This is an optimization exercise on Yosys and OpenROAD, whose aim is small area, not a production implementation.
Only simulation tests tie the RTL to the original design; equivalence was not proved.
Power is estimated from default activity; no workload was simulated.

==> maple: inputs <==
==> flow/design.v <==
module fft32_frame_loader #(
    parameter  int DW  = 34,
    parameter  int NPT = 32,
    localparam int FW  = NPT * DW
) (
    input  logic          sys_clk,
    input  logic          sys_rst_n,
    input  logic [DW-1:0] s_data,
    input  logic          s_valid,
    input  logic          s_last,
    output logic          s_ready,
    output logic [FW-1:0] m_data,
    output logic          m_valid,
    input  logic          m_ready,
    output logic          frame_err,
    output logic [15:0]   frame_cnt
);
    localparam int IDXW = $clog2(NPT);
    localparam int SW   = FW - DW;
    logic [SW-1:0]   fill_r;
    logic [DW-1:0]   last_r;
    logic [FW-1:0]   pres_r;
    logic [IDXW-1:0] wr_idx_r;
    logic            one_r;      
    logic            two_r;      
    logic            frame_err_r;
    logic [15:0]     frame_cnt_r;
    logic            accept_s;
    logic            last_slot_s;
    logic            commit_s;
    logic            early_s;
    assign accept_s    = s_valid && !two_r;
    assign last_slot_s = (wr_idx_r == IDXW'(NPT - 1));
    assign commit_s    = accept_s && last_slot_s;
    assign early_s     = accept_s && s_last && !last_slot_s;
    always_ff @(posedge sys_clk) begin
        if (accept_s && !last_slot_s) begin
            fill_r <= {s_data, fill_r[SW-1:DW]};
        end
        if (commit_s) begin
            last_r <= s_data;
        end
        if (!one_r || m_ready) begin
            pres_r <= {(two_r ? last_r : s_data), fill_r};
        end
    end
    always_ff @(posedge sys_clk or negedge sys_rst_n) begin
        if (!sys_rst_n) begin
            wr_idx_r    <= '0;
            one_r       <= 1'b0;
            two_r       <= 1'b0;
            frame_err_r <= 1'b0;
            frame_cnt_r <= 16'd0;
        end else begin
            one_r       <= commit_s || two_r || (one_r && !m_ready);
            two_r       <= two_r ? !m_ready : (one_r && commit_s && !m_ready);
            frame_err_r <= (commit_s && !s_last) || early_s;
            if (commit_s) begin
                wr_idx_r    <= '0;
                frame_cnt_r <= frame_cnt_r + 16'd1;
            end else if (early_s) begin
                wr_idx_r    <= '0;
            end else if (accept_s) begin
                wr_idx_r    <= wr_idx_r + IDXW'(1);
            end
        end
    end
    assign s_ready   = !two_r;
    assign m_valid   = one_r;
    assign m_data    = pres_r;
    assign frame_err = frame_err_r;
    assign frame_cnt = frame_cnt_r;
endmodule
==> flow/flow/run.sh <==
#!/bin/bash
# Standard ORFS layout; only the port buffer cell and the CTS options differ.
set -euo pipefail
export BUFFER_PORTS_ARGS="-buffer_cell sky130_fd_sc_hd__buf_1"
export CTS_ARGS="-sink_clustering_enable -repair_clock_nets -dont_use_dummy_load -buf_list sky130_fd_sc_hd__clkbuf_8 -sink_clustering_size 20 -sink_clustering_max_diameter 50"
bash standard.sh > standard.log 2>&1
==> flow/standard.sh <==
#!/bin/bash
# synth_recipe.tcl (not shown) runs the flow's synth.tcl, then flattens the netlist and writes it again
# the make line also repeats each setting of config.mk as NAME=value (left out here)
make -C /OpenROAD-flow-scripts/flow DESIGN_CONFIG=/design/flow/config.mk WORK_HOME=/design/flow/orfs CLKGATE_MAP_FILE= SYNTH_SCRIPT=/design/flow/synth_recipe.tcl "${@:-finish}"
==> flow/config.mk <==
export PLATFORM = sky130hd
export DESIGN_NAME = fft32_frame_loader
export DESIGN_NICKNAME = fft32_frame_loader
export VERILOG_FILES = /design/flow/design.v
export SDC_FILE = /design/flow/constraint.sdc
export NUM_CORES = 4
export LEC_CHECK = 0
export CAP_MARGIN = 20
export CORE_MARGIN = 2
export CORE_UTILIZATION = 60
export PLACE_DENSITY = 0.7
export SLEW_MARGIN = 20
==> flow/constraint.sdc <==
create_clock -name core_clock -period 5.0 [get_ports {sys_clk}]
set_input_delay 1.0000 -clock core_clock [delete_from_list [all_inputs] [get_ports {sys_clk}]]
set_output_delay 1.0000 -clock core_clock [all_outputs]
set_load 0.01 [all_outputs]
==> inputs of raven, as changes to maple <==
==> flow/flow/run.sh (replaced) <==
#!/bin/bash
# Standard ORFS layout; only the port buffer cell and the CTS options differ.
set -euo pipefail
export BUFFER_PORTS_ARGS="-buffer_cell sky130_fd_sc_hd__buf_1"
export CTS_ARGS="-sink_clustering_enable -repair_clock_nets -dont_use_dummy_load -buf_list {sky130_fd_sc_hd__clkbuf_4 sky130_fd_sc_hd__clkbuf_8 sky130_fd_sc_hd__clkbuf_16} -sink_clustering_size 25 -sink_clustering_max_diameter 100"
bash standard.sh > standard.log 2>&1
--- a/flow/config.mk
+++ b/flow/config.mk
@@ -7,6 +7,6 @@
 export LEC_CHECK = 0
 export CAP_MARGIN = 20
 export CORE_MARGIN = 2
-export CORE_UTILIZATION = 60
-export PLACE_DENSITY = 0.7
+export CORE_UTILIZATION = 40
+export PLACE_DENSITY = 0.6
 export SLEW_MARGIN = 20
==> inputs of fjord, as changes to maple <==
--- a/flow/design.v
+++ b/flow/design.v
@@ -16,10 +16,9 @@
     output logic [15:0]   frame_cnt
 );
     localparam int IDXW = $clog2(NPT);
-    localparam int SW   = FW - DW;
-    logic [SW-1:0]   fill_r;
-    logic [DW-1:0]   last_r;
+    logic [FW-1:0]   fill_r;
     logic [FW-1:0]   pres_r;
+    logic [FW-1:0]   fill_d;
     logic [IDXW-1:0] wr_idx_r;
     logic            one_r;      
     logic            two_r;      
@@ -33,15 +32,11 @@
     assign last_slot_s = (wr_idx_r == IDXW'(NPT - 1));
     assign commit_s    = accept_s && last_slot_s;
     assign early_s     = accept_s && s_last && !last_slot_s;
+    assign fill_d = accept_s ? {s_data, fill_r[FW-1:DW]} : fill_r;
     always_ff @(posedge sys_clk) begin
-        if (accept_s && !last_slot_s) begin
-            fill_r <= {s_data, fill_r[SW-1:DW]};
-        end
-        if (commit_s) begin
-            last_r <= s_data;
-        end
+        fill_r <= fill_d;
         if (!one_r || m_ready) begin
-            pres_r <= {(two_r ? last_r : s_data), fill_r};
+            pres_r <= fill_d;
         end
     end
     always_ff @(posedge sys_clk or negedge sys_rst_n) begin
==> flow/flow/run.sh (replaced) <==
#!/bin/bash
# Standard ORFS layout; only the port buffer cell and CTS dummy loads differ.
set -euo pipefail
export BUFFER_PORTS_ARGS="-buffer_cell sky130_fd_sc_hd__buf_1"
export CTS_ARGS="-sink_clustering_enable -repair_clock_nets -dont_use_dummy_load -buf_list {sky130_fd_sc_hd__clkbuf_4 sky130_fd_sc_hd__clkbuf_8}"
bash standard.sh > standard.log 2>&1
--- a/flow/config.mk
+++ b/flow/config.mk
@@ -7,6 +7,7 @@
 export LEC_CHECK = 0
 export CAP_MARGIN = 20
 export CORE_MARGIN = 2
-export CORE_UTILIZATION = 60
-export PLACE_DENSITY = 0.7
+export CORE_UTILIZATION = 40
+export CTS_BUF_LIST = sky130_fd_sc_hd__clkbuf_4 sky130_fd_sc_hd__clkbuf_8
+export PLACE_DENSITY = 0.6
 export SLEW_MARGIN = 20
==> impl_metrics.tcl <==
set metrics [dict create \
    switching_share_pct 20.0 \
    die-area_sq_um 170000 \
    pg_comb_uw 921 \
    n_all_buffers 1212 \
    tapCellCount 2204 \
    status "timing/DRC/antenna clean" \
    critPathKind "reg2reg" \
    largest-register "pres_r" \
    clockNetworkAreaShare_pct 3.25 \
]
Source of the figures above: raven

==> impl_metrics.tcl <==
set metrics [dict create \
    tapCellCount 2310 \
    status "timing/DRC/antenna clean" \
    pg_comb_uw 4140 \
    switching_share_pct 26.9 \
]
Source of the figures above: fjord

==> impl_metrics.tcl <==
set metrics [dict create \
    status "timing/DRC/antenna clean" \
    n_all_buffers 1208 \
    largest-register "pres_r" \
    switching_share_pct 20.2 \
    die-area_sq_um 114000 \
    clockNetworkAreaShare_pct 2.62 \
    tapCellCount 1488 \
    pg_comb_uw 990 \
]
Source of the figures above: maple


* * *

==> run a: inputs <==
// fft32_frame_loader: RTL as listed in full above, without the edits since
export LEC_CHECK = 0
export CAP_MARGIN = 20
export CORE_MARGIN = 2
export CORE_UTILIZATION = 60
export PLACE_DENSITY = 0.7
export SLEW_MARGIN = 20
create_clock -name core_clock -period 5.0 [get_ports {sys_clk}]
standard.sh (not shown) runs the stock make flow with config.mk's settings and CLKGATE_MAP_FILE= SYNTH_SCRIPT=/design/flow/synth_recipe.tcl, a recipe that flattens the netlist after the stock synthesis.
==> flow/flow/run.sh <==
#!/bin/bash
# Standard ORFS layout; only the port buffer cell and the CTS options differ.
set -euo pipefail
export BUFFER_PORTS_ARGS="-buffer_cell sky130_fd_sc_hd__buf_1"
export CTS_ARGS="-sink_clustering_enable -repair_clock_nets -dont_use_dummy_load -buf_list sky130_fd_sc_hd__clkbuf_16 -sink_clustering_size 40 -sink_clustering_max_diameter 60"
bash standard.sh > standard.log 2>&1
==> run b: changes against run a <==
--- a/flow/design.v
+++ b/flow/design.v
@@ -18,6 +18,5 @@
     localparam int IDXW = $clog2(NPT);
-    localparam int SW   = FW - DW;
-    logic [SW-1:0]   fill_r;
-    logic [DW-1:0]   last_r;
+    logic [FW-1:0]   fill_r;
     logic [FW-1:0]   pres_r;
+    logic [FW-1:0]   fill_d;
     logic [IDXW-1:0] wr_idx_r;
@@ -35,11 +34,7 @@
     assign early_s     = accept_s && s_last && !last_slot_s;
+    assign fill_d = accept_s ? {s_data, fill_r[FW-1:DW]} : fill_r;
     always_ff @(posedge sys_clk) begin
-        if (accept_s && !last_slot_s) begin
-            fill_r <= {s_data, fill_r[SW-1:DW]};
-        end
-        if (commit_s) begin
-            last_r <= s_data;
-        end
+        fill_r <= fill_d;
         if (!one_r || m_ready) begin
-            pres_r <= {(two_r ? last_r : s_data), fill_r};
+            pres_r <= fill_d;
         end
==> flow/run.sh (new file) <==
#!/bin/bash
# synth_recipe.tcl (not shown) runs the flow's synth.tcl, then flattens the netlist and writes it again
# the make line also repeats each setting of config.mk as NAME=value (left out here)
make -C /OpenROAD-flow-scripts/flow DESIGN_CONFIG=/design/flow/config.mk WORK_HOME=/design/flow/orfs CLKGATE_MAP_FILE= SYNTH_SCRIPT=/design/flow/synth_recipe.tcl finish
--- a/flow/config.mk
+++ b/flow/config.mk
@@ -9,4 +9,4 @@
 export CORE_MARGIN = 2
-export CORE_UTILIZATION = 60
-export PLACE_DENSITY = 0.7
+export CORE_UTILIZATION = 40
+export PLACE_DENSITY = 0.6
 export SLEW_MARGIN = 20
removed: flow/flow/run.sh
removed: flow/standard.sh
==> summary of the runs <==
Run b went through all stages and came out clean. Run a went through all stages and came out clean. Against run a, the setup slack of run b is lower by 0.17 ns. Clock power: run b is higher than run a (81%). Of run a and run b, run b has the higher die area (gap 35%, measured against run b). Area after synthesis: run a is smaller than run b (3.0%). In sequential cell count, run a and run b do not differ. Between run b and run a, the lower sequential share of layout area is in run b (gap 25 points). Sequential power: run b is higher than run a (about 6%). In run a the critical path depth is higher than in run b, by 2.

## afterwards: timing with drivers on the ports
In the flow no input, the clock included, has a driving cell. The finished layouts below were timed again as built, in two steps.
Step 1: set_driving_cell puts a clkbuf_16 on sys_clk and a buf_2 on each other input, an assumption about the parent block.
Step 2 times the ports against the registers' clock, not the clock port: input delays grow and output delays shrink by t, the midpoint of the rising clock arrivals with the driver on.
Three values: no drivers, after step 1, after step 2; two values: the first two.
run | shift t [ns] | setup slack, ns | worst slew at a driven data input, ns
maple | 0.877 | 2.081 / 2.010 / 1.908 | 0.15
raven | 0.754 | 2.138 / 2.138 / 1.851 | 0.07
fjord | 1.087 | 2.154 / 2.073 / 1.781 | 0.12
run a | 0.772 | 2.152 / 2.075 / 1.929 | 0.17
run b | 0.938 | 1.986 / 1.898 / 1.472 | 0.14
After both steps setup and hold are still met in every run listed. The setup slack of run b, which loses most, moves by -0.088 ns with the drivers and by -0.514 ns with both steps.
